Background: an optimization exercise with open tools, aiming at small area. Do not read the settings as production practice. Only simulation tests tie the RTL to the original design; equivalence was not proved. Power figures rest on the tool's default switching activity, not on a simulated workload.

==> config.mk <==
export PLATFORM = sky130hd
export DESIGN_NAME = fifo_wr_skid
export DESIGN_NICKNAME = fifo_wr_skid
export VERILOG_FILES = /design/flow/design.v
export SDC_FILE = /design/flow/constraint.sdc
export NUM_CORES = 4
export LEC_CHECK = 0
export CAP_MARGIN = 20
export CORE_AREA = 2.3 2.72 198.26 195.84
export DIE_AREA = 0 0 200.28 200.28
export SLEW_MARGIN = 20
==> flow/run.sh <==
#!/bin/bash
# The standard ORFS layout (standard.sh: standard synthesis, floorplan, place, CTS, route),
# with three changes to how the layout is made:
#  * port buffers use the smallest buffer cell instead of the flow's default pick;
#  * IO pins may sit on adjacent routing tracks, so the smaller die still fits every pin;
#  * CTS uses clkbuf_8 leaf buffers in clusters of up to 15 sinks and inserts no dummy loads.
set -euo pipefail
bash standard.sh \
  'BUFFER_PORTS_ARGS=-buffer_cell sky130_fd_sc_hd__buf_1' \
  'PLACE_PINS_ARGS=-min_distance 1 -min_distance_in_tracks' \
  'CTS_ARGS=-sink_clustering_enable -repair_clock_nets -dont_use_dummy_load -buf_list sky130_fd_sc_hd__clkbuf_8 -sink_clustering_size 15 -sink_clustering_max_diameter 80' \
  finish > standard_flow.log 2>&1
==> standard.sh <==
#!/bin/bash
# synth_recipe.tcl (not shown) runs the flow's synth.tcl, then flattens the netlist and writes it again
# the make line also repeats each setting of config.mk as NAME=value (left out here)
make -C /OpenROAD-flow-scripts/flow DESIGN_CONFIG=/design/flow/config.mk WORK_HOME=/design/flow/orfs CLKGATE_MAP_FILE= SYNTH_SCRIPT=/design/flow/synth_recipe.tcl "${@:-finish}"
==> design.v <==
module fifo_wr_skid #(
  parameter int DATA_WIDTH = 360,
  parameter int CNT_WIDTH  = 32
) (
  input  logic                  WR_CLK,
  input  logic                  WR_RST,
  input  logic [DATA_WIDTH-1:0] IN_DATA,
  input  logic                  IN_VALID,
  output logic                  IN_READY,
  input  logic                  FLUSH,
  output logic [DATA_WIDTH-1:0] WR_DATA,
  output logic                  WR_EN,
  input  logic                  WR_FULL,
  output logic [1:0]            BUF_CNT,
  output logic [CNT_WIDTH-1:0]  BEAT_CNT
);
  logic [DATA_WIDTH-1:0] r_e0;
  logic [DATA_WIDTH-1:0] r_e1;
  logic                  r_c1;      
  logic                  r_c2;      
  logic                  r_rdy;
  logic [CNT_WIDTH-1:0]  r_beat;
  logic                  w_accept;
  logic                  w_push;
  logic                  w_e0_hold;
  logic                  w_e0_in;
  assign w_accept = IN_VALID & r_rdy & ~FLUSH;
  assign w_push   = (r_c1 | r_c2) & ~WR_FULL & ~FLUSH & ~WR_RST;
  assign WR_EN    = w_push;
  assign WR_DATA  = r_e0;
  assign IN_READY = r_rdy;
  assign BUF_CNT  = {r_c2, r_c1};
  assign BEAT_CNT = r_beat;
  logic [DATA_WIDTH-1:0] w_cand;
  assign w_e0_hold = (r_c1 | r_c2) & WR_FULL;
  assign w_e0_in   = (r_rdy & ~r_c1) | ~WR_FULL;
  assign w_cand    = ({DATA_WIDTH{r_c2}} & r_e1) | ({DATA_WIDTH{r_rdy}} & IN_DATA);
  always_ff @(posedge WR_CLK) begin
    if (!w_e0_hold) r_e0 <= w_cand;
    r_e1 <= w_cand;
  end
  always_ff @(posedge WR_CLK) begin
    if (WR_RST) begin
      r_c1   <= 1'b0;
      r_c2   <= 1'b0;
      r_rdy  <= 1'b0;
      r_beat <= '0;
    end else begin
      if (FLUSH) begin
        r_c1  <= 1'b0;
        r_c2  <= 1'b0;
        r_rdy <= 1'b1;
      end else begin
        r_c1  <= (r_c1 & (w_accept ~^ w_push)) | (~r_c1 & ~r_c2 & w_accept) | (r_c2 & w_push);
        r_c2  <= (r_c2 & ~w_push) | (r_c1 & w_accept & ~w_push);
        r_rdy <= ~((r_c2 & ~w_push) | (r_c1 & w_accept & ~w_push));
      end
      if (w_push) begin
        r_beat <= r_beat + {{(CNT_WIDTH-1){1'b0}}, 1'b1};
      end
    end
  end
endmodule
==> constraint.sdc <==
create_clock -name core_clock -period 4.0 [get_ports {WR_CLK}]
set_input_delay 0.8000 -clock core_clock [delete_from_list [all_inputs] [get_ports {WR_CLK}]]
set_output_delay 0.8000 -clock core_clock [all_outputs]
set_load 0.01 [all_outputs]
==> results of run 1 <==
## routing by layer
layer	track usage	share of wire	up-vias
met3	0.129	0.12	188
met4	0.204	0.065	12
met5	0	0.0012	-
met2	0.425	0.45	803
met1	0.336	0.36	7120
li1	-	-	6722
## cell usage after synthesis, types with 7 or more instances
| master | instances | area share |
|---|---|---|
| a21oi_1 | 12 | 0.0026 |
| a22o_1 | 360 | 0.14 |
| clkbuf_1 | 82 | 0.013 |
| dfxtp_1 | 395 | 0.34 |
| edfxtp_1 | 360 | 0.47 |
| nand2_1 | 15 | 0.0024 |
| nand3_1 | 11 | 0.0024 |
| nand4_1 | 10 | 0.0027 |
| nor2_1 | 24 | 0.0039 |
| nor3_1 | 7 | 0.0015 |
| nor4_1 | 7 | 0.0019 |
| o21ai_0 | 10 | 0.0022 |
| or3_1 | 9 | 0.0024 |
| xnor2_1 | 13 | 0.0049 |
| xor2_1 | 7 | 0.0027 |
## registers in the layout, summed over array words and instances, names as in the netlist
name and flops:
r_e0 360, r_e1 360, r_beat 32, r_c1 1, r_c2 1, r_rdy 1
## where the power goes
part	internal, mW	switching, mW	total (mW)
registers	8.50	0.128	8.63
logic	0.300	0.491	0.792
clock network	1.25	2.18	3.44
total	10.1	2.80	12.9
## worst min-delay path by stage
stage / start / to / slack, ns / cells past startpoint
after floorplan: r_e1[358] / r_e1[358] / 0.44 / 1
after CTS: IN_DATA[300] / r_e1[300] / 0.31 / 2
after global routing: IN_DATA[271] / r_e1[271] / 0.33 / 2
after global placement: r_e1[358] / r_e1[358] / 0.46 / 1
after detailed placement: r_e1[156] / r_e1[156] / 0.46 / 1
final: IN_DATA[230] / r_e1[230] / 0.37 / 2
## cell families (layout without fill, tap and decap cells)
group | after synthesis | count (layout) | share of synthesized area
simple gates | 99 | 99 | 0.0241
mux | 1 | 1 | 0.000433
compound gates | 385 | 385 | 0.142
fa+ha+maj | 1 | 1 | 0.000541
other cells | 0 | 32 | 0
flops | 755 | 755 | 0.810
xor+xnor | 20 | 20 | 0.00758
buf+inv | 91 | 835 | 0.0155
## layout make-up
class                      instances  area (um2)
tap                              511         639
inverter                           3        11.3
multi-input combinational        506        4060
timing repair buffer             776        3050
sequential                       755       18700
antenna                           32        80.1
fill                            2760       10500
clock buffer                      56         771
## metrics by stage
stage | instances | area [um2] | total power [mW] | utilization
floorplan | 1352 | 23100 | 9.16 | -
global placement | 2551 | 26500 | 9.55 | 0.700
detailed placement | 2551 | 26500 | 9.58 | 0.700
CTS | 2607 | 27300 | 12.9 | 0.720
global route | 2631 | 27300 | 13.3 | 0.722
finish | 2639 | 27300 | 12.9 | 0.722
## critical path, cell delays in order, from the launching register on
cell     delay, ns
dfxtp_4       0.62
buf_4         0.68
buf_1         0.22
==> out/qor.yml, run 1 <==
layout:
  area_growth_pct: 18.2
  drive_gt1_frac: 0.0391
  fin_nets: 2464
  mostFrequentLayoutCells: "760 x buf_1, 393 x dfxtp_1, 360 x a22o_1, 360 x edfxtp_1, 56 x clkbuf_8"
  layout_commonest_cell: "buf_1"
run_status:
  status: "timing/DRC/antenna clean"
yosys:
  synth_flop_cell: "dfxtp_1"
  yosysSeqAreaShare: 0.810
  synthArstFlopShare: 0
  syn_avg_cell_area_um2: 17.1
  synth_area_um2: 23100
  synth-edff-count: 360
  ys_ff_latch: 755
  ys_types: 40
  syn_inst: 1352
  yosysWarnings: 1
route:
  finalWirelength_um: 60200
  firstDrtPassIters: 5
  viasPerCell: 5.63
  drt_iter0_drc: 1220
  drcViolationCount: 0
  vias: 14800
  wire_per_inst_um: 22.8
  antenna_left: 0
critical_path:
  rrSetupSlack_ns: 1.56
  cp.required_ns: 3.20
  cp-endpoint: "BUF_CNT[1]"
  critical_path_class: "reg -> out"
  path_max_fanout: 73
  timing.rr.end: "r_beat[25]"
  critPathLaunch: "r_c2"
  start_kind: "register"
  cp_data_arrival_time_ns: 2.28
  cp-end-kind: "output port"
  r2r-start: "r_c2"
  rr_worst_depth: 5
die:
  initial_core_util: 0.611
  dieArea_um2: 40100
  die_width_um: 200
  core_um2: 37800
  die_h_um: 200
  ios: 761
  fp-row-count: 71
clock_tree:
  root_buffer: "clkbuf_8"
  clockBufferDepth: 3
  clk_latency_ns: 0.63
  postCtsSetupBuffers: 0
  cts-hold-fix-buffers: 0
  cts_sinks: 755
  cts_resized: 0
  cts_tree: "yes"
  cts.clk_slew.worst_paths_ns: 0.10
  cts_made_buffers: 56
  htree_levels: 2
power:
  powerDensity_nw_per_um2: 470
  max-vdd-ir-drop_mv: 0.352
  leakage_nw: 10.7
run:
  maxCapViolations: 0
global_route:
  grt.overflow.total: 0
  track_usage: 0.288
  antenna_found_initial: 37
  grt_pass1_vias: 14700
  grt_pass1_wl_um: 87500
  grt_max_degree: 131
timing:
  layout_setup_ws_ns: 0.921
  min_period_over_period: 0.770
  max-slew-margin-rel: 0.345
  hold_slack_ns: 0.367
  finalSetupTns_ns: 0
  hold_viol_final: 0
  setup_violations: 0
  fin_skew_ns: 0.0407
  grt_setup_unrepaired: "no"
  worstMarginPinSlew_ns: 0.982
  max_freq_mhz: 325
  finalCriticalPeriod_ns: 3.08
  drv_slew: 0
place:
  place_ws_ns: 1.14
  place_congestion: 0.865
  hpwl_um: 42100
  numPortBuffers: 760
worst_hold_path:
  worstHoldPathType: "in -> reg"
==> run 2, diff against run 1 <==
==> flow/run.sh (replaced) <==
#!/bin/bash
# The standard ORFS layout (standard.sh: standard synthesis, floorplan, place, CTS, route),
# with three changes to how the layout is made:
#  * port buffers use the smallest buffer cell instead of the flow's default pick;
#  * IO pins may sit on adjacent routing tracks, so the smaller die still fits every pin;
#  * CTS uses clkbuf_8 leaf buffers in clusters of up to 18 sinks and inserts no dummy loads.
set -euo pipefail
bash standard.sh \
  'BUFFER_PORTS_ARGS=-buffer_cell sky130_fd_sc_hd__buf_1' \
  'PLACE_PINS_ARGS=-min_distance 1 -min_distance_in_tracks' \
  'CTS_ARGS=-sink_clustering_enable -repair_clock_nets -dont_use_dummy_load -buf_list sky130_fd_sc_hd__clkbuf_8 -sink_clustering_size 18 -sink_clustering_max_diameter 80' \
  finish > standard_flow.log 2>&1
==> out/qor.yml, run 2 <==
layout:
  top_regs: "r_e0 (360), r_e1 (360), r_beat (32)"  # unchanged
  fin_nets: 2455  # was 2464
  final_area_um2: 27200  # was 27300 um2
  drive_gt1_frac: 0.0350  # was 0.0391
  area_growth_pct: 17.7  # was 18.2%
  layout_commonest_cell: "buf_1"  # unchanged
  mostFrequentLayoutCells: "760 x buf_1, 393 x dfxtp_1, 360 x a22o_1, 360 x edfxtp_1, 47 x clkbuf_8"  # was 760 x buf_1, 393 x dfxtp_1, 360 x a22o_1, 360 x edfxtp_1, 56 x clkbuf_8
place:
  hpwl_um: 42100  # unchanged
  place_area_um2: 26500  # unchanged
  numPortBuffers: 760  # unchanged
  place_ws_ns: 1.14  # unchanged
  place_congestion: 0.865  # unchanged
clock_tree:
  postCtsSetupBuffers: 0  # unchanged
  cts.clk_slew.worst_paths_ns: 0.11  # was 0.10 ns
  clockBufferDepth: 3  # unchanged
  htree_levels: 2  # unchanged
  cts_made_buffers: 47  # was 56
  cts-hold-fix-buffers: 0  # unchanged
  cts_resized: 0  # unchanged
  clk_latency_ns: 0.64  # was 0.63 ns
  cts_tree: "yes"  # unchanged
  root_buffer: "clkbuf_8"  # unchanged
  cts_sinks: 755  # unchanged
critical_path:
  r2r-start: "r_c2"  # unchanged
  critPathBufInv: 2  # unchanged
  critPathLaunch: "r_c2"  # unchanged
  critical_path_class: "reg -> out"  # unchanged
  crit_slowest_cell: "buf_4"  # unchanged
  max_stage_delay_ns: 0.68  # about the same
  cp.required_ns: 3.20  # about the same
  crit_family: "buffers and inverters"  # unchanged
  cp-end-kind: "output port"  # unchanged
  critical_path.cell_chain: "buf_4 -> buf_1"  # unchanged
  cp_data_arrival_time_ns: 2.27  # was 2.28 ns
  start_kind: "register"  # unchanged
  path_max_fanout: 73  # unchanged
global_route:
  antenna_found_initial: 35  # was 37
  grt.overflow.total: 0  # unchanged
  grt_pass1_vias: 14600  # was 14700
  grt_max_degree: 131  # unchanged
  track_usage: 0.287  # was 0.288
  grt_pass1_wl_um: 87200  # was 87500 um
route:
  drcViolationCount: 0  # unchanged
  viasPerCell: 5.61  # was 5.63
  wire_per_inst_um: 22.8  # about the same
  drt_iter0_drc: 1117  # was 1220
  finalWirelength_um: 59900  # was 60200 um
  firstDrtPassIters: 5  # unchanged
  antenna_left: 0  # unchanged
  vias: 14700  # was 14800
run:
  maxCapViolations: 0  # unchanged
timing:
  drv_slew: 0  # unchanged
  max-slew-margin-rel: 0.341  # was 0.345
  finalCriticalPeriod_ns: 3.07  # was 3.08 ns
  worstMarginPinSlew_ns: 0.989  # was 0.982 ns
  grt_setup_unrepaired: "no"  # unchanged
  max_freq_mhz: 325  # about the same
  hold_slack_ns: 0.378  # was 0.367 ns
  finalSetupTns_ns: 0  # unchanged
  setup_violations: 0  # unchanged
  fin_skew_ns: 0.0241  # was 0.0407 ns
  hold_viol_final: 0  # unchanged
  min_period_over_period: 0.768  # was 0.770
  layout_setup_ws_ns: 0.927  # was 0.921 ns
yosys:
  synth_common_cells: "395 x dfxtp_1, 360 x a22o_1, 360 x edfxtp_1, 82 x clkbuf_1, 24 x nor2_1"  # unchanged
  yosysSeqAreaShare: 0.810  # unchanged
  yosysTopAreaCellShare: 0.468  # unchanged
  ys_types: 40  # unchanged
  yosysTopAreaCell: "edfxtp_1"  # unchanged
  yosysWarnings: 1  # unchanged
  synth-edff-count: 360  # unchanged
  synth_flop_cell: "dfxtp_1"  # unchanged
  synth_area_leaders: "edfxtp_1 47%, dfxtp_1 34%, a22o_1 14%"  # unchanged
  synth_area_um2: 23100  # unchanged
  yosysMostFrequentCell: "dfxtp_1"  # unchanged
  synthArstFlopShare: 0  # unchanged
  syn_inst: 1352  # unchanged
  ys_ff_latch: 755  # unchanged
  syn_avg_cell_area_um2: 17.1  # unchanged
power:
  max-vdd-ir-drop_mv: 0.370  # was 0.352 mV
  powerDensity_nw_per_um2: 464  # was 470 nW/um2
  leakage_nw: 10.6  # was 10.7 nW
  report.power.total_mw: 12.6  # was 12.9 mW
die:
  fp-row-count: 71  # unchanged
  ios: 761  # unchanged
  die_width_um: 200  # unchanged
  core_um2: 37800  # unchanged
  dieArea_um2: 40100  # unchanged
  die_h_um: 200  # unchanged
  initial_core_util: 0.611  # unchanged
worst_hold_path:
  worstHoldPathType: "in -> reg"  # unchanged
  min_from: "IN_DATA[300]"  # was IN_DATA[230]
run_status:
  status: "timing/DRC/antenna clean"  # unchanged
## run 2: changes by cell type in the layout (fill, tap and decap cells not counted)
cell,previous run,this run
clkbuf_8,56,47
diode_2,32,31
## run 2: stage by stage
step | util | cells
after floorplan | - | 1352
after global placement | 0.700 | 2551
after detailed placement | 0.700 | 2551
after CTS | 0.717 | 2598
after global routing | 0.718 | 2621
final | 0.719 | 2629
## run 2: final timing paths
| check | slack [ns] | cells after the start | endpoint |
|---|---|---|---|
| worst max-delay path | 0.93 | 2 | BUF_CNT[1] |
| worst min-delay path | 0.38 | 2 | r_e1[300] |
| worst max register to register | 1.56 | 5 | r_beat[25] |
| worst min register to register | 0.49 | 1 | r_e1[321] |
## run 2: power by group
part | internal, mW | switching [mW] | leakage [nW]
clock network | 1.06 | 2.13 | 0.338
logic | 0.300 | 0.492 | 2.83
registers | 8.50 | 0.128 | 7.43
total | 9.86 | 2.75 | 10.6
## run 2: final cells by class
cell class | count | area [um2]
Sequential cell | 755 | 18700
Fill cell | 2780 | 10600
Multi-Input combinational cell | 506 | 4060
Timing Repair Buffer | 776 | 3050
Clock buffer | 47 | 647
Tap cell | 511 | 639
Antenna cell | 31 | 77.6
Inverter | 3 | 11.3
## run 2: cells by family (layout without fill, tap and decap cells)
kind of cell | count (synthesis) | in the layout | share of synthesized area
xor+xnor | 20 | 20 | 0.00758
other cells | 0 | 31 | 0
buf+inv | 91 | 826 | 0.0155
mux | 1 | 1 | 0.000433
simple gates | 99 | 99 | 0.0241
compound gates | 385 | 385 | 0.142
flops | 755 | 755 | 0.810
fa+ha+maj | 1 | 1 | 0.000541
## run 2: metal layers
metal	wire [um]	up-vias	global-route usage
li1	-	6709	-
met1	21700	7056	0.332
met2	27000	780	0.428
met3	7260	186	0.132
met4	3790	14	0.195
met5	92	-	0
==> run 3, diff against run 2 <==
--- a/design.v
+++ b/design.v
@@ -32,11 +32,24 @@
   assign BUF_CNT  = {r_c2, r_c1};
   assign BEAT_CNT = r_beat;
   logic [DATA_WIDTH-1:0] w_cand;
+  logic [DATA_WIDTH-1:0] w_e0_nxt;
   assign w_e0_hold = (r_c1 | r_c2) & WR_FULL;
   assign w_e0_in   = (r_rdy & ~r_c1) | ~WR_FULL;
-  assign w_cand    = ({DATA_WIDTH{r_c2}} & r_e1) | ({DATA_WIDTH{r_rdy}} & IN_DATA);
+  for (genvar i = 0; i < DATA_WIDTH; i++) begin : g_bit
+    fifo_wr_skid_sel u_sel (
+      .c2    (r_c2),
+      .rdy   (r_rdy),
+      .hold  (w_e0_hold),
+      .load  (w_e0_in),
+      .e0    (r_e0[i]),
+      .e1    (r_e1[i]),
+      .din   (IN_DATA[i]),
+      .cand  (w_cand[i]),
+      .e0_nxt(w_e0_nxt[i])
+    );
+  end
   always_ff @(posedge WR_CLK) begin
-    if (!w_e0_hold) r_e0 <= w_cand;
+    r_e0 <= w_e0_nxt;
     r_e1 <= w_cand;
   end
   always_ff @(posedge WR_CLK) begin
@@ -61,3 +74,17 @@
     end
   end
 endmodule
+module fifo_wr_skid_sel (
+  input  logic c2,
+  input  logic rdy,
+  input  logic hold,
+  input  logic load,
+  input  logic e0,
+  input  logic e1,
+  input  logic din,
+  output logic cand,
+  output logic e0_nxt
+);
+  assign cand   = (c2 & e1) | (rdy & din);
+  assign e0_nxt = (hold & e0) | (load & cand);
+endmodule
--- a/config.mk
+++ b/config.mk
@@ -9,3 +9,5 @@
 export CORE_AREA = 2.3 2.72 198.26 195.84
 export DIE_AREA = 0 0 200.28 200.28
 export SLEW_MARGIN = 20
+export SYNTH_HIERARCHICAL = 1
+export SYNTH_MINIMUM_KEEP_SIZE = 0
==> out/qor.yml, run 3 <==
route:
  vias: 18200  # was 14700
  antenna_left: 0  # unchanged
  wire_per_inst_um: 22.5  # was 22.8 um
  firstDrtPassIters: 25  # was 5
  finalWirelength_um: 67400  # was 59900 um
  drt_iter0_drc: 1351  # was 1117
  viasPerCell: 6.07  # was 5.61
  drcViolationCount: 0  # unchanged
global_route:
  antenna_found_initial: 31  # was 35
  grt_pass1_wl_um: 102000  # was 87200 um
  grt_pass1_vias: 17600  # was 14600
  track_usage: 0.317  # was 0.287
  grt.overflow.total: 0  # unchanged
  grt_max_degree: 206  # was 131
clock_tree:
  cts.clk_slew.worst_paths_ns: 0.11  # about the same
  postCtsSetupBuffers: 0  # unchanged
  cts_tree: "yes"  # unchanged
  htree_levels: 2  # unchanged
  clockBufferDepth: 3  # unchanged
  cts_made_buffers: 47  # unchanged
  cts-hold-fix-buffers: 0  # unchanged
  clk_latency_ns: 0.66  # was 0.64 ns
  cts_resized: 0  # unchanged
  root_buffer: "clkbuf_8"  # unchanged
  cts_sinks: 755  # unchanged
yosys:
  synth_area_leaders: "dfxtp_1 67%, a22o_1 28%, mux2_2 0.45%"  # was edfxtp_1 47%, dfxtp_1 34%, a22o_1 14%
  synthArstFlopShare: 0  # unchanged
  yosysWarnings: 7  # was 1
  yosysTopAreaCellShare: 0.672  # was 0.468
  synth_common_cells: "755 x dfxtp_1, 720 x a22o_1, 22 x nor2_1, 16 x a21oi_1, 11 x or4_1"  # was 395 x dfxtp_1, 360 x a22o_1, 360 x edfxtp_1, 82 x clkbuf_1, 24 x nor2_1
  synth-edff-count: 0  # was 360
  ys_types: 30  # was 40
  ys_ff_latch: 755  # unchanged
  synth_flop_cell: "dfxtp_1"  # unchanged
  syn_avg_cell_area_um2: 13.6  # was 17.1 um2
  syn_inst: 1655  # was 1352
  yosysMostFrequentCell: "dfxtp_1"  # unchanged
  yosysTopAreaCell: "dfxtp_1"  # was edfxtp_1
  synth_area_um2: 22500  # was 23100 um2
  yosysSeqAreaShare: 0.672  # was 0.810
die:
  core_um2: 37800  # unchanged
  initial_core_util: 0.594  # was 0.611
  ios: 761  # unchanged
  dieArea_um2: 40100  # unchanged
  die_width_um: 200  # unchanged
  fp-row-count: 71  # unchanged
  die_h_um: 200  # unchanged
timing:
  layout_setup_ws_ns: 0.860  # was 0.927 ns
  drv_slew: 0  # unchanged
  worstMarginPinSlew_ns: 1.25  # was 0.989 ns
  min_period_over_period: 0.785  # was 0.768
  finalCriticalPeriod_ns: 3.14  # was 3.07 ns
  setup_violations: 0  # unchanged
  hold_viol_final: 0  # unchanged
  max_freq_mhz: 318  # was 325 MHz
  finalSetupTns_ns: 0  # unchanged
  fin_skew_ns: 0.0328  # was 0.0241 ns
  max-slew-margin-rel: 0.167  # was 0.341
  grt_setup_unrepaired: "no"  # unchanged
power:
  max-vdd-ir-drop_mv: 0.312  # was 0.370 mV
  report.power.total_mw: 12.4  # was 12.6 mW
  leakage_nw: 11.0  # was 10.6 nW
  powerDensity_nw_per_um2: 460  # was 464 nW/um2
layout:
  area_growth_pct: 19.5  # was 17.7%
  final_area_um2: 26900  # was 27200 um2
  drive_gt1_frac: 0.0320  # was 0.0350
  top_regs: "r_e0 (360), r_e1 (360), r_beat (32)"  # unchanged
  fin_nets: 2833  # was 2455
  fillers: 2978  # was 2780
  seq_area_um2: 15100  # was 18700 um2
  layout_commonest_cell: "buf_1"  # unchanged
  multi_input_area_um2: 7300  # was 4060 um2
  mostFrequentLayoutCells: "759 x buf_1, 753 x dfxtp_1, 720 x a22o_1"  # was 760 x buf_1, 393 x dfxtp_1, 360 x a22o_1, 360 x edfxtp_1, 47 x clkbuf_8
place:
  place_ws_ns: 0.804  # was 1.14 ns
  hpwl_um: 45500  # was 42100 um
  place_congestion: 0.930  # was 0.865
  place_area_um2: 26200  # was 26500 um2
  numPortBuffers: 760  # unchanged
critical_path:
  r2r-start: "r_c2"  # unchanged
  cp.required_ns: 3.20  # about the same
  timing.rr.end: "r_beat[31]"  # was r_beat[25]
  cp-end-kind: "output port"  # unchanged
  path_max_fanout: 44  # was 73
  critical_path_class: "reg -> out"  # unchanged
  rrSetupSlack_ns: 1.21  # was 1.56 ns
  start_kind: "register"  # unchanged
  rr_worst_depth: 4  # was 5
  cp_data_arrival_time_ns: 2.34  # was 2.27 ns
worst_hold_path:
  min_from: "IN_DATA[83]"  # was IN_DATA[300]
  hold_depth: 2  # unchanged
  whs_endpoint: "r_e1[83]"  # was r_e1[300]
  worstHoldPathType: "in -> reg"  # unchanged
run_status:
  status: "timing/DRC/antenna clean"  # unchanged
run:
  maxCapViolations: 0  # unchanged
[run 3: cell count changes after synthesis, sizes merged, moves of 9 or more]
cell,change
mux2,+9
clkbuf,-74
nor2b,+9
a22o,+360
dfxtp,+360
edfxtp,-360
[run 3: worst max-delay path: stages, from the launching register on]
cell and delay, ns:
dfxtp_4 0.52, nor2_1 0.72, nor2_1 0.25, buf_1 0.19
[run 3: kinds of logic (layout without fill, tap and decap cells)]
logic type / count (synthesis) / in the layout / share of synthesized area
fa+ha+maj: 1 / 1 / 0.000556
compound gates: 757 / 757 / 0.290
simple gates: 106 / 106 / 0.0263
flops: 755 / 755 / 0.672
buf+inv: 20 / 830 / 0.00417
mux: 9 / 9 / 0.00451
other cells: 0 / 28 / 0
xor+xnor: 7 / 7 / 0.00273
[run 3: routing by layer]
layer	GRT usage	routed length, um	share of wire
met4	0.227	4740	0.070
met1	0.391	26300	0.39
met5	0	41	0.00061
met2	0.455	29200	0.43
met3	0.123	7170	0.11
[run 3: area by class of cell]
type	instances	area share
flip-flops and latches	755	0.563
multi-input cells	880	0.272
repair buffers	778	0.115
clock buffers	47	0.0241
well taps	511	0.0238
diodes	28	0.00261
inverters	5	0.000698
[run 3: stage by stage]
stage / hold slack [ns] / util / std cells
2_1_floorplan: 0.450 / - / 1655
6_report: 0.369 / 0.710 / 3004
4_1_cts: 0.328 / 0.708 / 2976
5_1_grt: 0.347 / 0.710 / 2998
3_3_place_gp: 0.459 / 0.691 / 2929
3_5_place_dp: 0.463 / 0.691 / 2929
[run 3: per-module statistics from Yosys, one instance, submodules excluded]
module,area (um2),cells inside,copies in the design,flip-flops and latches
fifo_wr_skid,16200,935,1,755
fifo_wr_skid_sel,17.5,2,360,0
[run 3: worst max path at each step]
stage          slack, ns         end  cells after the start     from
6_report            0.86       WR_EN                      3     r_c2
5_1_grt             0.74       WR_EN                      3     r_c2
4_1_cts             0.81       WR_EN                      3     r_c2
3_5_place_dp        0.80  r_beat[31]                      5  WR_FULL
3_3_place_gp        0.87  r_beat[31]                      5  WR_FULL
2_1_floorplan      -3.16     r_e0[0]                      3    r_rdy
[run 3: report_power, final]
group	switching, mW	total, mW	leakage [nW]	internal (mW)
clock	2.18	3.24	0.338	1.06
sequential	0.179	8.09	6.27	7.91
combinational	0.583	1.03	4.37	0.446
total	2.94	12.4	11.0	9.42
==> run 4, diff against run 3 <==
--- a/design.v
+++ b/design.v
@@ -57,7 +57,6 @@
       r_c1   <= 1'b0;
       r_c2   <= 1'b0;
       r_rdy  <= 1'b0;
-      r_beat <= '0;
     end else begin
       if (FLUSH) begin
         r_c1  <= 1'b0;
@@ -68,11 +67,38 @@
         r_c2  <= (r_c2 & ~w_push) | (r_c1 & w_accept & ~w_push);
         r_rdy <= ~((r_c2 & ~w_push) | (r_c1 & w_accept & ~w_push));
       end
-      if (w_push) begin
-        r_beat <= r_beat + {{(CNT_WIDTH-1){1'b0}}, 1'b1};
-      end
     end
   end
+  localparam int CNT_LO = CNT_WIDTH / 2;
+  logic [CNT_WIDTH-1:0] w_beat_sum;
+  logic [CNT_WIDTH:0]   w_carry;
+  assign w_carry[0] = w_push;
+  for (genvar i = 0; i < CNT_WIDTH; i++) begin : g_cnt
+    logic ci;
+    if (i == CNT_LO) begin : g_skip
+      assign ci = w_push & (&r_beat[CNT_LO-1:0]);
+    end else begin : g_ripple
+      assign ci = w_carry[i];
+    end
+    fifo_wr_skid_cbit u_cbit (
+      .q  (r_beat[i]),
+      .ci (ci),
+      .s  (w_beat_sum[i]),
+      .co (w_carry[i+1])
+    );
+  end
+  always_ff @(posedge WR_CLK) begin
+    r_beat <= {CNT_WIDTH{~WR_RST}} & w_beat_sum;
+  end
+endmodule
+module fifo_wr_skid_cbit (
+  input  logic q,
+  input  logic ci,
+  output logic s,
+  output logic co
+);
+  assign s  = q ^ ci;
+  assign co = q & ci;
 endmodule
 module fifo_wr_skid_sel (
   input  logic c2,
==> out/qor.yml, run 4 <==
run_status:
  status: "timing/DRC/antenna clean"  # unchanged
clock_tree:
  cts_made_buffers: 47  # unchanged
  cts_sinks: 755  # unchanged
  root_buffer: "clkbuf_8"  # unchanged
  postCtsSetupBuffers: 0  # unchanged
  cts_resized: 0  # unchanged
  htree_levels: 2  # unchanged
  cts.clk_slew.worst_paths_ns: 0.11  # about the same
  clockBufferDepth: 3  # unchanged
  clk_latency_ns: 0.65  # was 0.66 ns
  cts-hold-fix-buffers: 0  # unchanged
  cts_tree: "yes"  # unchanged
yosys:
  yosysSeqAreaShare: 0.681  # was 0.672
  yosysWarnings: 7  # unchanged
  synth-edff-count: 0  # unchanged
  syn_avg_cell_area_um2: 14.2  # was 13.6 um2
  synthArstFlopShare: 0  # unchanged
  ys_types: 25  # was 30
  synth_area_um2: 22200  # was 22500 um2
  syn_inst: 1568  # was 1655
  ys_ff_latch: 755  # unchanged
  yosysTopAreaCell: "dfxtp_1"  # unchanged
  yosysTopAreaCellShare: 0.681  # was 0.672
  synth_area_leaders: "dfxtp_1 68%, a22o_1 28%, ha_1 1.8%"  # was dfxtp_1 67%, a22o_1 28%, mux2_2 0.45%
  synth_common_cells: "755 x dfxtp_1, 720 x a22o_1, 32 x ha_1, 29 x nor2b_1, 4 x nand4_1"  # was 755 x dfxtp_1, 720 x a22o_1, 22 x nor2_1, 16 x a21oi_1, 11 x or4_1
  synth_flop_cell: "dfxtp_1"  # unchanged
  yosysMostFrequentCell: "dfxtp_1"  # unchanged
critical_path:
  r2r-start: "r_c1"  # was r_c2
  critical_path_class: "reg -> reg"  # was reg -> out
  start_kind: "register"  # unchanged
  cp_data_arrival_time_ns: 4.15  # was 2.34 ns
  critical_path.cell_chain: "nor2_1 -> nor3_2 -> and2_1 -> ha_2 -> ha_4 -> ha_4 -> ha_4 -> ha_4 -> ha_4 -> ha_4 -> ha_4 -> ha_4 -> ha_4 -> ha_4 -> ha_4 -> ha_4 -> ha_4 -> ha_4 -> ha_4 -> and2b_1"  # was nor2_1 -> nor2_1 -> buf_1
  cp.required_ns: 4.53  # was 3.20 ns
  cp-end-kind: "register"  # was output port
  rrSetupSlack_ns: 0.38  # was 1.21 ns
  path_max_fanout: 6  # was 44
  crit_slowest_cell: "dfxtp_1"  # was nor2_1
  timing.rr.end: "r_beat[31]"  # unchanged
  crit_path_frequent_cell: "ha_4"  # was nor2_1
  critPathBufInv: 0  # was 1
  max_stage_delay_ns: 0.39  # was 0.72 ns
  rr_worst_depth: 20  # was 4
  crit_family: "adder cells"  # was simple AND/OR/NAND/NOR gates
timing:
  fin_skew_ns: 0.0264  # was 0.0328 ns
  worstMarginPinSlew_ns: 1.15  # was 1.25 ns
  finalSetupTns_ns: 0  # unchanged
  drv_slew: 0  # unchanged
  hold_viol_final: 0  # unchanged
  setup_violations: 0  # unchanged
  hold_slack_ns: 0.370  # was 0.369 ns
  finalCriticalPeriod_ns: 3.62  # was 3.14 ns
  max-slew-margin-rel: 0.236  # was 0.167
  grt_setup_unrepaired: "no"  # unchanged
  min_period_over_period: 0.905  # was 0.785
  max_freq_mhz: 276  # was 318 MHz
run:
  maxCapViolations: 0  # unchanged
power:
  switching_share: 0.238  # about the same
  intPower_mw: 9.44  # was 9.42 mW
  powerDensity_nw_per_um2: 455  # was 460 nW/um2
  p_clk_frac: 0.262  # about the same
  p_switching_mw: 2.95  # was 2.94 mW
  combPwrFrac: 0.086  # was 0.083
  max-vdd-ir-drop_mv: 0.332  # was 0.312 mV
  leakage_nw: 11.2  # was 11.0 nW
  pwr-share-seq: 0.652  # was 0.655
global_route:
  grt_pass1_wl_um: 101000  # was 102000 um
  antenna_found_initial: 38  # was 31
  grt_max_degree: 226  # was 206
  track_usage: 0.315  # was 0.317
  grt_pass1_vias: 17100  # was 17600
  grt.overflow.total: 0  # unchanged
worst_hold_path:
  worstHoldPathType: "in -> reg"  # unchanged
  whs_endpoint: "r_e1[218]"  # was r_e1[83]
  min_from: "IN_DATA[218]"  # was IN_DATA[83]
  hold_depth: 2  # unchanged
layout:
  area_growth_pct: 22.6  # was 19.5%
  fin_nets: 2801  # was 2833
  final_core_util: 0.719  # was 0.710
  final_area_um2: 27200  # was 26900 um2
  layoutNonFillerInstCount: 2939  # was 3004
  mostFrequentLayoutCells: "760 x buf_1, 753 x dfxtp_1, 720 x a22o_1"  # was 759 x buf_1, 753 x dfxtp_1, 720 x a22o_1
  multi_input_area_um2: 7440  # was 7300 um2
  seq_area_um2: 15100  # unchanged
  top_regs: "r_e0 (360), r_e1 (360), r_beat (32)"  # unchanged
  drive_gt1_frac: 0.0487  # was 0.0320
  layout_commonest_cell: "buf_1"  # unchanged
  fillers: 2907  # was 2978
die:
  fp-row-count: 71  # unchanged
  die_h_um: 200  # unchanged
  initial_core_util: 0.586  # was 0.594
  ios: 761  # unchanged
  dieArea_um2: 40100  # unchanged
  die_width_um: 200  # unchanged
  core_um2: 37800  # unchanged
route:
  drt_iter0_drc: 1265  # was 1351
  finalWirelength_um: 66800  # was 67400 um
  antenna_left: 0  # unchanged
  drcViolationCount: 0  # unchanged
  vias: 17600  # was 18200
  firstDrtPassIters: 22  # was 25
  wire_per_inst_um: 22.7  # was 22.5 um
  viasPerCell: 5.98  # was 6.07
place:
  dpl.cell_count: 2866  # was 2929
  numPortBuffers: 760  # unchanged
  place_congestion: 0.895  # was 0.930
  hpwl_um: 46100  # was 45500 um
  place_area_um2: 26500  # was 26200 um2
[run 4: cell types whose count changed in the layout (fill, tap and decap cells not counted), moves of 11 or more]
cell     before  now
a21oi_1      16    1
nor2_1       22    2
ha_4          0   30
or4_1        11    0
nor2b_1       8   29
[run 4: logic make-up after synthesis]
logic type,share of synthesized area
and+or+nand+nor,0.0134
adders and majority gates,0.0180
AOI/OAI and AO/OA,0.286
buffers and inverters,0.00180
DFF,0.681
[run 4: through the flow]
step           total power [mW]  setup WS, ns
2_1_floorplan              8.80         -3.16
3_3_place_gp               9.26       -0.0262
3_5_place_dp               9.30       -0.0639
4_1_cts                    12.5         0.376
5_1_grt                    12.8         0.251
6_report                   12.4         0.379
[run 4: power groups by stage]
stage / registers (mW) / logic [mW] / clock network [mW]
2_1_floorplan: 8.36 / 0.446 / 0
3_3_place_gp: 8.23 / 1.03 / 0
3_5_place_dp: 8.25 / 1.05 / 0
4_1_cts: 8.08 / 1.05 / 3.31
5_1_grt: 8.13 / 1.14 / 3.57
6_report: 8.09 / 1.07 / 3.24
[run 4: worst register-to-register path: stages (launching register included)]
cell and delay (ns):
dfxtp_1 0.39, nor2_1 0.20, nor3_2 0.08, and2_1 0.17
ha_2 0.18, ha_4 0.16, ha_4 0.15, ha_4 0.16
ha_4 0.16, ha_4 0.15, ha_4 0.15, ha_4 0.15
ha_4 0.16, ha_4 0.16, ha_4 0.15, ha_4 0.15
ha_4 0.15, ha_4 0.15, ha_4 0.15, ha_4 0.20
and2b_1 0.14
[run 4: per-module statistics from Yosys (local to each module, per instance)]
| module | flip-flops and latches | cells inside | copies in the design |
|---|---|---|---|
| fifo_wr_skid | 755 | 816 | 1 |
| fifo_wr_skid_sel | 0 | 2 | 360 |
| fifo_wr_skid_cbit | 0 | 1 | 32 |
[run 4: area by class of cell]
type                    instances  area share
inverters                       3    0.000414
repair buffers                792       0.121
clock buffers                  47      0.0238
well taps                     511      0.0235
diodes                         26     0.00239
multi-input cells             805       0.273
flip-flops and latches        755       0.556
[run 4: worst max path at each step]
stage	from	end	slack [ns]	cells after the start
finish	r_c1	r_beat[31]	0.38	20
global route	r_c1	r_beat[31]	0.25	20
CTS	r_c1	r_beat[31]	0.38	20
detailed placement	FLUSH	r_beat[31]	-0.06	21
global placement	FLUSH	r_beat[31]	-0.03	21
floorplan	r_rdy	r_e0[0]	-3.16	3
[run 4: layer usage]
layer / wire [um] / global-route usage
met3: 8030 / 0.152
met1: 25600 / 0.377
met4: 4220 / 0.200
met5: 169 / 0
met2: 28800 / 0.454
==> run 5, diff against run 4 <==
==> flow/run.sh (replaced) <==
#!/bin/bash
# The standard ORFS layout (standard.sh: standard synthesis, floorplan, place, CTS, route),
# with four changes to how the layout is made:
#  * port buffers use the smallest buffer cell instead of the flow's default pick;
#  * IO pins may sit on adjacent routing tracks, so the smaller die still fits every pin;
#  * the floorplan step only removes synthesis buffers instead of repairing timing before
#    placement (without placement the unbuffered 360-load select nets look far too slow and
#    the repair upsizes cells that are fast enough once the nets are buffered);
#  * CTS uses clkbuf_8 leaf buffers in clusters of up to 18 sinks and inserts no dummy loads.
set -euo pipefail
bash standard.sh \
  'BUFFER_PORTS_ARGS=-buffer_cell sky130_fd_sc_hd__buf_1' \
  'PLACE_PINS_ARGS=-min_distance 1 -min_distance_in_tracks' \
  REMOVE_ABC_BUFFERS=1 \
  'CTS_ARGS=-sink_clustering_enable -repair_clock_nets -dont_use_dummy_load -buf_list sky130_fd_sc_hd__clkbuf_8 -sink_clustering_size 18 -sink_clustering_max_diameter 80' \
  finish > standard_flow.log 2>&1
==> out/qor.yml, run 5 <==
run_status:
  status: "timing/DRC/antenna clean"  # unchanged
global_route:
  grtUsageMet3: 0.143  # was 0.152
  grt.busiest_layer: "met2"  # unchanged
  grt.overflow.total: 0  # unchanged
  use_met2: 0.450  # was 0.454
  grt_util_met1: 0.376  # was 0.377
  grt_pass1_vias: 17000  # was 17100
  grt_pass1_wl_um: 99400  # was 101000 um
  grt_max_degree: 179  # was 226
  antenna_found_initial: 41  # was 38
  track_usage: 0.313  # was 0.315
die:
  initial_core_util: 0.586  # unchanged
  fp-row-count: 71  # unchanged
  dieArea_um2: 40100  # unchanged
  die_width_um: 200  # unchanged
  ios: 761  # unchanged
  core_um2: 37800  # unchanged
  die_h_um: 200  # unchanged
layout:
  drive_gt1_frac: 0.0352  # was 0.0487
  area_growth_pct: 20.3  # was 22.6%
  top_regs: "r_e0 (360), r_e1 (360), r_beat (32)"  # unchanged
  layoutNonFillerInstCount: 2926  # was 2939
  mostFrequentLayoutCells: "760 x buf_1, 752 x dfxtp_1, 720 x a22o_1"  # was 760 x buf_1, 753 x dfxtp_1, 720 x a22o_1
  fillers: 2941  # was 2907
  fin_nets: 2788  # was 2801
  layout_commonest_cell: "buf_1"  # unchanged
clock_tree:
  cts_sinks: 755  # unchanged
  htree_levels: 2  # unchanged
  clk_latency_ns: 0.67  # was 0.65 ns
  cts_tree: "yes"  # unchanged
  clockBufferDepth: 3  # unchanged
  cts_made_buffers: 47  # unchanged
  cts-hold-fix-buffers: 0  # unchanged
  cts.clk_slew.worst_paths_ns: 0.10  # was 0.11 ns
  root_buffer: "clkbuf_8"  # unchanged
power:
  report.power.total_mw: 12.4  # about the same
  p_switching_mw: 2.96  # was 2.95 mW
  powerDensity_nw_per_um2: 464  # was 455 nW/um2
  combPwrFrac: 0.085  # was 0.086
  max-vdd-ir-drop_mv: 0.369  # was 0.332 mV
  switching_share: 0.239  # was 0.238
  intPower_mw: 9.43  # was 9.44 mW
  p_clk_frac: 0.262  # about the same
  pwr-share-seq: 0.653  # was 0.652
  leakage_nw: 11.2  # about the same
critical_path:
  crit_family: "adder cells"  # unchanged
  start_kind: "register"  # unchanged
  rr_worst_depth: 20  # unchanged
  cp_data_arrival_time_ns: 4.40  # was 4.15 ns
  crit_slowest_cell: "dfxtp_2"  # was dfxtp_1
  crit_cells: 20  # unchanged
  max_stage_delay_ns: 0.36  # was 0.39 ns
  crit_path_frequent_cell: "ha_1"  # was ha_4
  critical_path_class: "reg -> reg"  # unchanged
  cp.required_ns: 4.53  # about the same
  critPathBufInv: 0  # unchanged
  cp-end-kind: "register"  # unchanged
  path_max_fanout: 3  # was 6
  critical_path.cell_chain: "nor2_4 -> nor3_4 -> and2_4 -> ha_1 -> ha_2 -> ha_1 -> ha_1 -> ha_2 -> ha_1 -> ha_1 -> ha_1 -> ha_1 -> ha_1 -> ha_1 -> ha_1 -> ha_1 -> ha_1 -> ha_1 -> ha_1 -> and2b_1"  # was nor2_1 -> nor3_2 -> and2_1 -> ha_2 -> ha_4 -> ha_4 -> ha_4 -> ha_4 -> ha_4 -> ha_4 -> ha_4 -> ha_4 -> ha_4 -> ha_4 -> ha_4 -> ha_4 -> ha_4 -> ha_4 -> ha_4 -> and2b_1
yosys:
  synth_area_leaders: "dfxtp_1 68%, a22o_1 28%, ha_1 1.8%"  # unchanged
  ys_types: 25  # unchanged
  yosysMostFrequentCell: "dfxtp_1"  # unchanged
  synth_area_um2: 22200  # unchanged
  synthArstFlopShare: 0  # unchanged
  yosysTopAreaCell: "dfxtp_1"  # unchanged
  yosysSeqAreaShare: 0.681  # unchanged
  syn_avg_cell_area_um2: 14.2  # unchanged
  yosysTopAreaCellShare: 0.681  # unchanged
  synth_flop_cell: "dfxtp_1"  # unchanged
  syn_inst: 1568  # unchanged
  synth_common_cells: "755 x dfxtp_1, 720 x a22o_1, 32 x ha_1, 29 x nor2b_1, 4 x nand4_1"  # unchanged
  ys_ff_latch: 755  # unchanged
  synth-edff-count: 0  # unchanged
  yosysWarnings: 7  # unchanged
route:
  drcViolationCount: 0  # unchanged
  viasPerCell: 5.96  # was 5.98
  vias: 17400  # was 17600
  antenna_left: 0  # unchanged
  finalWirelength_um: 66700  # was 66800 um
  wire_per_inst_um: 22.8  # was 22.7 um
  drt_iter0_drc: 1603  # was 1265
  firstDrtPassIters: 24  # was 22
place:
  dpl.cell_count: 2852  # was 2866
  numPortBuffers: 760  # unchanged
  hpwl_um: 44700  # was 46100 um
  place_congestion: 0.889  # was 0.895
timing:
  fin_skew_ns: 0.0433  # was 0.0264 ns
  setup_violations: 0  # unchanged
  hold_viol_final: 0  # unchanged
  min_period_over_period: 0.967  # was 0.905
  finalCriticalPeriod_ns: 3.87  # was 3.62 ns
  drv_slew: 0  # unchanged
  max-slew-margin-rel: 0.264  # was 0.236
  max_freq_mhz: 258  # was 276 MHz
  worstMarginPinSlew_ns: 1.10  # was 1.15 ns
worst_hold_path:
  hold_depth: 2  # unchanged
  worstHoldPathType: "in -> reg"  # unchanged
run:
  maxCapViolations: 0  # unchanged
-- run 5: changes by cell type in the layout (fill, tap and decap cells not counted), sizes merged --
cell | before | now
buf | 792 | 779
-- run 5: area by class of cell --
type	count	area [um2]	area share
diodes	26	65.1	0.00244
well taps	511	639	0.0240
repair buffers	779	3110	0.117
inverters	3	11.3	0.000422
clock buffers	47	647	0.0242
multi-input cells	805	7100	0.266
flip-flops and latches	755	15100	0.567
-- run 5: routing by layer --
layer  share of wire  routed length [um]
met3            0.11                7620
met4           0.063                4170
met5          0.0028                 185
met1            0.38               25600
met2            0.44               29100
-- run 5: cells by family (layout without fill, tap and decap cells) --
logic type,count (synthesis),count (layout),synth area share
other,0,26,0
DFF,755,755,0.681
adders and majority gates,32,32,0.0180
and+or+nand+nor,48,48,0.0134
AOI/OAI and AO/OA,725,725,0.286
buffers and inverters,8,829,0.00180
-- run 5: what timing repair did --
item	CTS	global route
setup endpoints to repair	1	3
setup buffers	0	1
pin swaps	0	1
resized for setup	2	12
-- run 5: worst paths after layout --
check	start	to	slack [ns]
max	r_c1	r_beat[31]	0.13
min reg2reg	r_e1[13]	r_e1[13]	0.49
min	IN_DATA[163]	r_e1[163]	0.35
max reg2reg	r_c1	r_beat[31]	0.13
-- run 5: through the flow --
step / hold WS, ns / util / setup WS (ns) / cell area [um2] / TNS (ns)
finish: 0.347 / 0.705 / 0.131 / 26700 / 0
CTS: 0.306 / 0.703 / 0.00269 / 26600 / 0
floorplan: 0.450 / - / -22.26 / 22200 / -9306.48
global route: 0.316 / 0.705 / -0.0229 / 26700 / -0.0355
global placement: 0.459 / 0.685 / -0.465 / 25900 / -1.69
detailed placement: 0.462 / 0.685 / -0.596 / 25900 / -2.36
-- run 5: Yosys stat by module (local to each module, per instance) --
| module | cell area, um2 | flip-flops and latches | cells | times used |
|---|---|---|---|---|
| fifo_wr_skid | 15500 | 755 | 816 | 1 |
| fifo_wr_skid_cbit | 12.5 | 0 | 1 | 32 |
| fifo_wr_skid_sel | 17.5 | 0 | 2 | 360 |
-- run 5: power by group through the flow --
stage | sequential, mW | combinational (mW) | clock, mW
finish | 8.09 | 1.05 | 3.25
global route | 8.13 | 1.12 | 3.59
CTS | 8.09 | 1.03 | 3.31
detailed placement | 8.25 | 1.03 | 0
global placement | 8.24 | 1.01 | 0
floorplan | 8.36 | 0.568 | 0
==> run 6, diff against run 5 <==
--- a/design.v
+++ b/design.v
@@ -69,14 +69,14 @@
       end
     end
   end
-  localparam int CNT_LO = CNT_WIDTH / 2;
+  localparam int CNT_BLK = 8;
   logic [CNT_WIDTH-1:0] w_beat_sum;
   logic [CNT_WIDTH:0]   w_carry;
   assign w_carry[0] = w_push;
   for (genvar i = 0; i < CNT_WIDTH; i++) begin : g_cnt
     logic ci;
-    if (i == CNT_LO) begin : g_skip
-      assign ci = w_push & (&r_beat[CNT_LO-1:0]);
+    if (i % CNT_BLK == 0 && i != 0) begin : g_skip
+      assign ci = w_push & (&r_beat[i-1:0]);
     end else begin : g_ripple
       assign ci = w_carry[i];
     end
==> out/qor.yml, run 6 <==
run_status:
  status: "timing/DRC/antenna clean"  # unchanged
route:
  wire_per_inst_um: 22.9  # was 22.8 um
  firstDrtPassIters: 29  # was 24
  drt_iter0_drc: 1529  # was 1603
  drcViolationCount: 0  # unchanged
  finalWirelength_um: 67300  # was 66700 um
  viasPerCell: 5.97  # was 5.96
  vias: 17500  # was 17400
  antenna_left: 0  # unchanged
critical_path:
  cp_data_arrival_time_ns: 3.55  # was 4.40 ns
  rr_worst_depth: 12  # was 20
  path_max_fanout: 4  # was 3
  critical_path_class: "in -> reg"  # was reg -> reg
  cp-end-kind: "register"  # unchanged
  cp.required_ns: 4.53  # about the same
  start_kind: "input port"  # was register
layout:
  final_area_um2: 26700  # about the same
  final_core_util: 0.706  # was 0.705
  seq_area_um2: 15100  # about the same
  drive_gt1_frac: 0.0305  # was 0.0352
  top_regs: "r_e0 (360), r_e1 (360), r_beat (32)"  # unchanged
  fillers: 2960  # was 2941
  area_growth_pct: 20.0  # was 20.3%
  multi_input_area_um2: 7100  # about the same
  fin_nets: 2792  # was 2788
  layout_commonest_cell: "buf_1"  # unchanged
  mostFrequentLayoutCells: "760 x buf_1, 753 x dfxtp_1, 720 x a22o_1"  # was 760 x buf_1, 752 x dfxtp_1, 720 x a22o_1
clock_tree:
  clockBufferDepth: 3  # unchanged
  cts.clk_slew.worst_paths_ns: 0.10  # about the same
  cts_sinks: 755  # unchanged
  cts_tree: "yes"  # unchanged
  cts_resized: 0  # was 2
  clk_latency_ns: 0.65  # was 0.67 ns
  cts-hold-fix-buffers: 0  # unchanged
  htree_levels: 2  # unchanged
  postCtsSetupBuffers: 0  # unchanged
  root_buffer: "clkbuf_8"  # unchanged
  cts_made_buffers: 47  # unchanged
timing:
  setup_violations: 0  # unchanged
  finalCriticalPeriod_ns: 3.02  # was 3.87 ns
  fin_skew_ns: 0.0350  # was 0.0433 ns
  grt_setup_unrepaired: "no"
  drv_slew: 0  # unchanged
  min_period_over_period: 0.755  # was 0.967
  worstMarginPinSlew_ns: 1.04  # was 1.10 ns
  layout_setup_ws_ns: 0.979  # was 0.131 ns
  max-slew-margin-rel: 0.308  # was 0.264
  hold_viol_final: 0  # unchanged
  max_freq_mhz: 331  # was 258 MHz
worst_hold_path:
  worstHoldPathType: "in -> reg"  # unchanged
  hold_depth: 2  # unchanged
global_route:
  grt_pass1_vias: 17300  # was 17000
  antenna_found_initial: 47  # was 41
  grt_max_degree: 195  # was 179
  grt_pass1_wl_um: 101000  # was 99400 um
  grt.overflow.total: 0  # unchanged
  track_usage: 0.318  # was 0.313
yosys:
  synth_area_leaders: "dfxtp_1 68%, a22o_1 28%, ha_1 1.8%"  # unchanged
  synthArstFlopShare: 0  # unchanged
  ys_types: 25  # unchanged
  syn_avg_cell_area_um2: 14.1  # was 14.2 um2
  synth_common_cells: "755 x dfxtp_1, 720 x a22o_1, 32 x ha_1, 27 x nor2b_1, 6 x nand4_1"  # was 755 x dfxtp_1, 720 x a22o_1, 32 x ha_1, 29 x nor2b_1, 4 x nand4_1
  synth-edff-count: 0  # unchanged
  yosysTopAreaCellShare: 0.679  # was 0.681
  yosysWarnings: 7  # unchanged
  synth_flop_cell: "dfxtp_1"  # unchanged
  yosysMostFrequentCell: "dfxtp_1"  # unchanged
  syn_inst: 1574  # was 1568
  synth_area_um2: 22200  # about the same
  ys_ff_latch: 755  # unchanged
  yosysTopAreaCell: "dfxtp_1"  # unchanged
  yosysSeqAreaShare: 0.679  # was 0.681
power:
  leakage_nw: 11.3  # was 11.2 nW
  powerDensity_nw_per_um2: 463  # was 464 nW/um2
  max-vdd-ir-drop_mv: 0.337  # was 0.369 mV
place:
  numPortBuffers: 760  # unchanged
  place_congestion: 0.920  # was 0.889
  hpwl_um: 45800  # was 44700 um
  place_ws_ns: 0.302  # was -0.596 ns
  place_area_um2: 26000  # was 25900 um2
die:
  initial_core_util: 0.588  # was 0.586
  die_h_um: 200  # unchanged
  die_width_um: 200  # unchanged
  dieArea_um2: 40100  # unchanged
  fp-row-count: 71  # unchanged
  core_um2: 37800  # unchanged
  ios: 761  # unchanged
run:
  maxCapViolations: 0  # unchanged
==> run 6: layout make-up <==
cell class	instances	area share
inverters	4	0.000562
clock buffers	47	0.0242
flip-flops and latches	755	0.566
repair buffers	778	0.116
well taps	511	0.0239
multi-input cells	809	0.266
diodes	36	0.00337
==> run 6: critical path, stage by stage <==
cell     delay (ns)
buf_1          0.14
or3_4          0.40
or4_4          0.54
nor4b_2        0.29
ha_1           0.18
ha_1           0.14
ha_1           0.14
ha_1           0.15
ha_1           0.14
ha_1           0.14
ha_1           0.14
ha_1           0.21
and2b_1        0.16
==> run 6: per-module statistics from Yosys, one instance, submodules excluded <==
module / flip-flops and latches / times used / cell area [um2]
fifo_wr_skid_sel: 0 / 360 / 17.5
fifo_wr_skid: 755 / 1 / 15500
fifo_wr_skid_cbit: 0 / 32 / 12.5
==> run 6: report_power, final <==
part           switching, mW  internal [mW]  leakage, nW
sequential             0.172           7.92         6.27
clock                   2.18           1.06        0.338
combinational          0.600          0.445         4.65
==> run 6: stage by stage <==
step | hold slack, ns | TNS [ns] | std cells | power [mW]
after floorplan | 0.450 | -9296.32 | 1568 | 8.92
after global placement | 0.459 | 0 | 2857 | 9.24
after detailed placement | 0.462 | 0 | 2857 | 9.28
after CTS | 0.331 | 0 | 2904 | 12.4
after global routing | 0.357 | 0 | 2933 | 12.8
final | 0.377 | 0 | 2940 | 12.4
==> run 6: routing by layer <==
| layer | vias up | wire length (um) | GRT usage |
|---|---|---|---|
| met2 | 812 | 28700 | 0.447 |
| met5 | - | 160 | 0 |
| met1 | 8548 | 26400 | 0.386 |
| li1 | 7930 | - | - |
| met4 | 24 | 4790 | 0.248 |
| met3 | 227 | 7140 | 0.133 |
==> run 6: kinds of logic after synthesis <==
group,count (synthesis),synth area share
and+or+nand+nor,52,0.0152
DFF,755,0.679
buffers and inverters,10,0.00236
AOI/OAI and AO/OA,725,0.285
adders and majority gates,32,0.0180
==> run 6: path summary, 6_finish.rpt <==
check | startpoint | to | slack, ns
worst max-delay path | WR_FULL | r_beat[31] | 0.98
worst min-delay path | IN_DATA[44] | r_e1[44] | 0.38
worst max register to register | r_c1 | r_beat[31] | 1.04
worst min register to register | r_e0[134] | r_e0[134] | 0.48
==> run 7, diff against run 6 <==
==> flow/run.sh (replaced) <==
#!/bin/bash
# The standard ORFS layout (standard.sh: standard synthesis, floorplan, place, CTS, route),
# with four changes to how the layout is made:
#  * port buffers use the smallest buffer cell instead of the flow's default pick;
#  * IO pins may sit on adjacent routing tracks, so the smaller die still fits every pin;
#  * the floorplan step only removes synthesis buffers instead of repairing timing before
#    placement (without placement the unbuffered 360-load select nets look far too slow and
#    the repair upsizes cells that are fast enough once the nets are buffered);
#  * CTS uses clkbuf_8 leaf buffers in clusters of up to 19 sinks and inserts no dummy loads.
set -euo pipefail
bash standard.sh \
  'BUFFER_PORTS_ARGS=-buffer_cell sky130_fd_sc_hd__buf_1' \
  'PLACE_PINS_ARGS=-min_distance 1 -min_distance_in_tracks' \
  REMOVE_ABC_BUFFERS=1 \
  'CTS_ARGS=-sink_clustering_enable -repair_clock_nets -dont_use_dummy_load -buf_list sky130_fd_sc_hd__clkbuf_8 -sink_clustering_size 19 -sink_clustering_max_diameter 80' \
  finish > standard_flow.log 2>&1
--- a/config.mk
+++ b/config.mk
@@ -5,9 +5,9 @@
 export SDC_FILE = /design/flow/constraint.sdc
 export NUM_CORES = 4
 export LEC_CHECK = 0
-export CAP_MARGIN = 20
+export CAP_MARGIN = 10
 export CORE_AREA = 2.3 2.72 198.26 195.84
 export DIE_AREA = 0 0 200.28 200.28
-export SLEW_MARGIN = 20
+export SLEW_MARGIN = 10
 export SYNTH_HIERARCHICAL = 1
 export SYNTH_MINIMUM_KEEP_SIZE = 0
==> out/qor.yml, run 7 <==
run_status:
  status: "timing/DRC/antenna clean"  # unchanged
layout:
  layoutNonFillerInstCount: 2938  # was 2940
  fin_nets: 2790  # was 2792
  top_regs: "r_e0 (360), r_e1 (360), r_beat (32)"  # unchanged
  area_growth_pct: 19.9  # was 20.0%
  drive_gt1_frac: 0.0297  # was 0.0305
  final_area_um2: 26700  # about the same
  layout_commonest_cell: "buf_1"  # unchanged
  mostFrequentLayoutCells: "760 x buf_1, 753 x dfxtp_1, 720 x a22o_1"  # unchanged
clock_tree:
  cts_sinks: 755  # unchanged
  cts_tree: "yes"  # unchanged
  cts_made_buffers: 45  # was 47
  cts.clk_slew.worst_paths_ns: 0.11  # was 0.10 ns
  cts-hold-fix-buffers: 0  # unchanged
  postCtsSetupBuffers: 0  # unchanged
  cts_resized: 0  # unchanged
  clockBufferDepth: 3  # unchanged
  htree_levels: 2  # unchanged
  root_buffer: "clkbuf_8"  # unchanged
  clk_latency_ns: 0.64  # was 0.65 ns
place:
  hpwl_um: 45800  # unchanged
  numPortBuffers: 760  # unchanged
  place_congestion: 0.920  # unchanged
  place_ws_ns: 0.302  # unchanged
  place_area_um2: 26000  # unchanged
  dpl.cell_count: 2857  # unchanged
critical_path:
  crit_path_frequent_cell: "ha_1"  # unchanged
  crit_family: "simple AND/OR/NAND/NOR gates"  # unchanged
  r2r-start: "r_c1"  # unchanged
  cp.required_ns: 4.55  # was 4.53 ns
  crit_slowest_cell: "or4_4"  # unchanged
  critPathBufInv: 1  # unchanged
  critPathLaunch: "WR_FULL"  # unchanged
  max_stage_delay_ns: 0.54  # about the same
  critical_path.cell_chain: "buf_1 -> or3_4 -> or4_4 -> nor4b_2 -> ha_1 -> ha_1 -> ha_1 -> ha_1 -> ha_1 -> ha_1 -> ha_1 -> ha_1 -> and2b_1"  # unchanged
  path_max_fanout: 4  # unchanged
  start_kind: "input port"  # unchanged
  cp_data_arrival_time_ns: 3.55  # about the same
  critical_path_class: "in -> reg"  # unchanged
  cp-end-kind: "register"  # unchanged
worst_hold_path:
  worstHoldPathType: "in -> reg"  # unchanged
  min_from: "IN_DATA[301]"  # was IN_DATA[44]
global_route:
  antenna_found_initial: 49  # was 47
  grt.overflow.total: 0  # unchanged
  track_usage: 0.318  # about the same
  grt_pass1_wl_um: 101000  # about the same
  grt_max_degree: 195  # unchanged
  grt_pass1_vias: 17200  # was 17300
timing:
  hold_viol_final: 0  # unchanged
  finalCriticalPeriod_ns: 3.00  # was 3.02 ns
  drv_slew: 0  # unchanged
  layout_setup_ws_ns: 1.00  # was 0.979 ns
  min_period_over_period: 0.749  # was 0.755
  setup_violations: 0  # unchanged
  max_freq_mhz: 334  # was 331 MHz
  hold_slack_ns: 0.376  # was 0.377 ns
  grt_setup_unrepaired: "no"  # unchanged
  worstMarginPinSlew_ns: 1.11  # was 1.04 ns
  fin_skew_ns: 0.0301  # was 0.0350 ns
  max-slew-margin-rel: 0.262  # was 0.308
route:
  firstDrtPassIters: 30  # was 29
  wire_per_inst_um: 22.8  # was 22.9 um
  drcViolationCount: 0  # unchanged
  finalWirelength_um: 66900  # was 67300 um
  vias: 17600  # was 17500
  drt_iter0_drc: 1547  # was 1529
  viasPerCell: 5.98  # was 5.97
  antenna_left: 0  # unchanged
yosys:
  syn_avg_cell_area_um2: 14.1  # unchanged
  ys_ff_latch: 755  # unchanged
  synth-edff-count: 0  # unchanged
  synth_area_um2: 22200  # unchanged
  yosysTopAreaCellShare: 0.679  # unchanged
  synthArstFlopShare: 0  # unchanged
  synthMuxAreaShare: 0  # unchanged
  yosysMostFrequentCell: "dfxtp_1"  # unchanged
  synth-xor-area-share: 0  # unchanged
  syn_inst: 1574  # unchanged
  synth_flop_cell: "dfxtp_1"  # unchanged
  synth_common_cells: "755 x dfxtp_1, 720 x a22o_1, 32 x ha_1, 27 x nor2b_1, 6 x nand4_1"  # unchanged
  synth_area_leaders: "dfxtp_1 68%, a22o_1 28%, ha_1 1.8%"  # unchanged
  yosysTopAreaCell: "dfxtp_1"  # unchanged
  ys_types: 25  # unchanged
  yosysWarnings: 7  # unchanged
  yosysSeqAreaShare: 0.679  # unchanged
  synth_top_family_by_area: "compound AO/OA/AOI/OAI gates"  # unchanged
  yosys.area_share.adder: 0.0180  # unchanged
  yosys.area_share.simple: 0.0152  # unchanged
  synth_compound_area_frac: 0.285  # unchanged
die:
  ios: 761  # unchanged
  die_width_um: 200  # unchanged
  die_h_um: 200  # unchanged
  fp-row-count: 71  # unchanged
  core_um2: 37800  # unchanged
  dieArea_um2: 40100  # unchanged
  initial_core_util: 0.588  # unchanged
run:
  maxCapViolations: 0  # unchanged
power:
  max-vdd-ir-drop_mv: 0.338  # was 0.337 mV
  leakage_nw: 11.2  # was 11.3 nW
  powerDensity_nw_per_um2: 461  # was 463 nW/um2
  report.power.total_mw: 12.3  # was 12.4 mW
run 7: cell type report:
class	count	area (um2)
clock buffer	45	619
multi-input combinational	809	7100
sequential	755	15100
tap	511	639
fill	2960	11200
antenna	36	90.1
timing repair buffer	778	3090
inverter	4	15.0
run 7: cells by family after synthesis:
group | count (synthesis)
flip-flops | 755
AO/OA/AOI/OAI | 725
buffers and inverters | 10
adder cells (fa/ha/maj) | 32
AND/OR/NAND/NOR | 52
run 7: final timing paths:
check	cells past startpoint	to	slack (ns)
worst max-delay path	13	r_beat[31]	1.00
worst min-delay path	2	r_e1[301]	0.38
worst max register to register	12	r_beat[31]	1.03
worst min register to register	1	r_e0[134]	0.48
run 7: power by group:
part / switching [mW] / total [mW] / internal [mW]
Sequential: 0.172 / 8.09 / 7.92
Combinational: 0.597 / 1.04 / 0.445
Clock: 2.15 / 3.17 / 1.02
run 7: layer usage:
layer | vias to the layer above | wire [um] | GRT usage
li1 | 7921 | - | -
met3 | 248 | 7240 | 0.137
met2 | 829 | 28800 | 0.445
met1 | 8532 | 25800 | 0.386
met5 | - | 195 | 0
met4 | 28 | 4850 | 0.242
run 7: modules after synthesis, one instance, submodules excluded:
module             flip-flops and latches  cells  copies in the design  cell area [um2]
fifo_wr_skid_cbit                       0      1                    32             12.5
fifo_wr_skid_sel                        0      2                   360             17.5
fifo_wr_skid                          755    822                     1            15500
run 7: metrics by stage:
stage               setup TNS (ns)   util
floorplan                 -9296.32      -
global placement                 0  0.686
detailed placement               0  0.686
CTS                              0  0.702
global route                     0  0.704
finish                           0  0.705

port drivers added, routing unchanged:
The results above use ideal ports. As a check the final layouts listed here were re-extracted and re-timed, cells and wires unchanged. Step 1 sets driving cells, clkbuf_16 on the clock port and buf_2 on the other inputs (assumed; they add their load-dependent delay and slew). Step 2 also shifts input and output timing later by t, the mid clock arrival at the registers, as if the neighbouring blocks saw the same clock. a / b / c = ideal / step 1 / step 2; a / b = the first two.
| run | t, ns | setup slack, ns | worst setup path after step 2 | slew at the worst register clock pin (ns) |
|---|---|---|---|---|
| run 1 | 0.672 | 0.921 / 0.870 / 1.131 | input to register | 0.10 / 0.10 |
| run 2 | 0.677 | 0.927 / 0.878 / 1.125 | input to register | 0.11 / 0.11 |
| run 3 | 0.697 | 0.860 / 0.808 / 0.797 | input to register | 0.12 / 0.12 |
| run 4 | 0.692 | 0.379 / 0.379 / -0.075 | input to register | 0.11 / 0.11 |
| run 5 | 0.702 | 0.131 / 0.131 / -0.517 | input to register | 0.11 / 0.11 |
| run 6 | 0.687 | 0.979 / 1.011 / 0.324 | input to register | 0.11 / 0.11 |
| run 7 | 0.682 | 1.003 / 1.033 / 0.353 | input to register | 0.12 / 0.12 |
Met with ideal ports but missed after step 2: setup timing in run 4 and run 5. The setup slack of run 6, which loses most, moves by +0.032 ns with the drivers and by -0.655 ns with both steps.
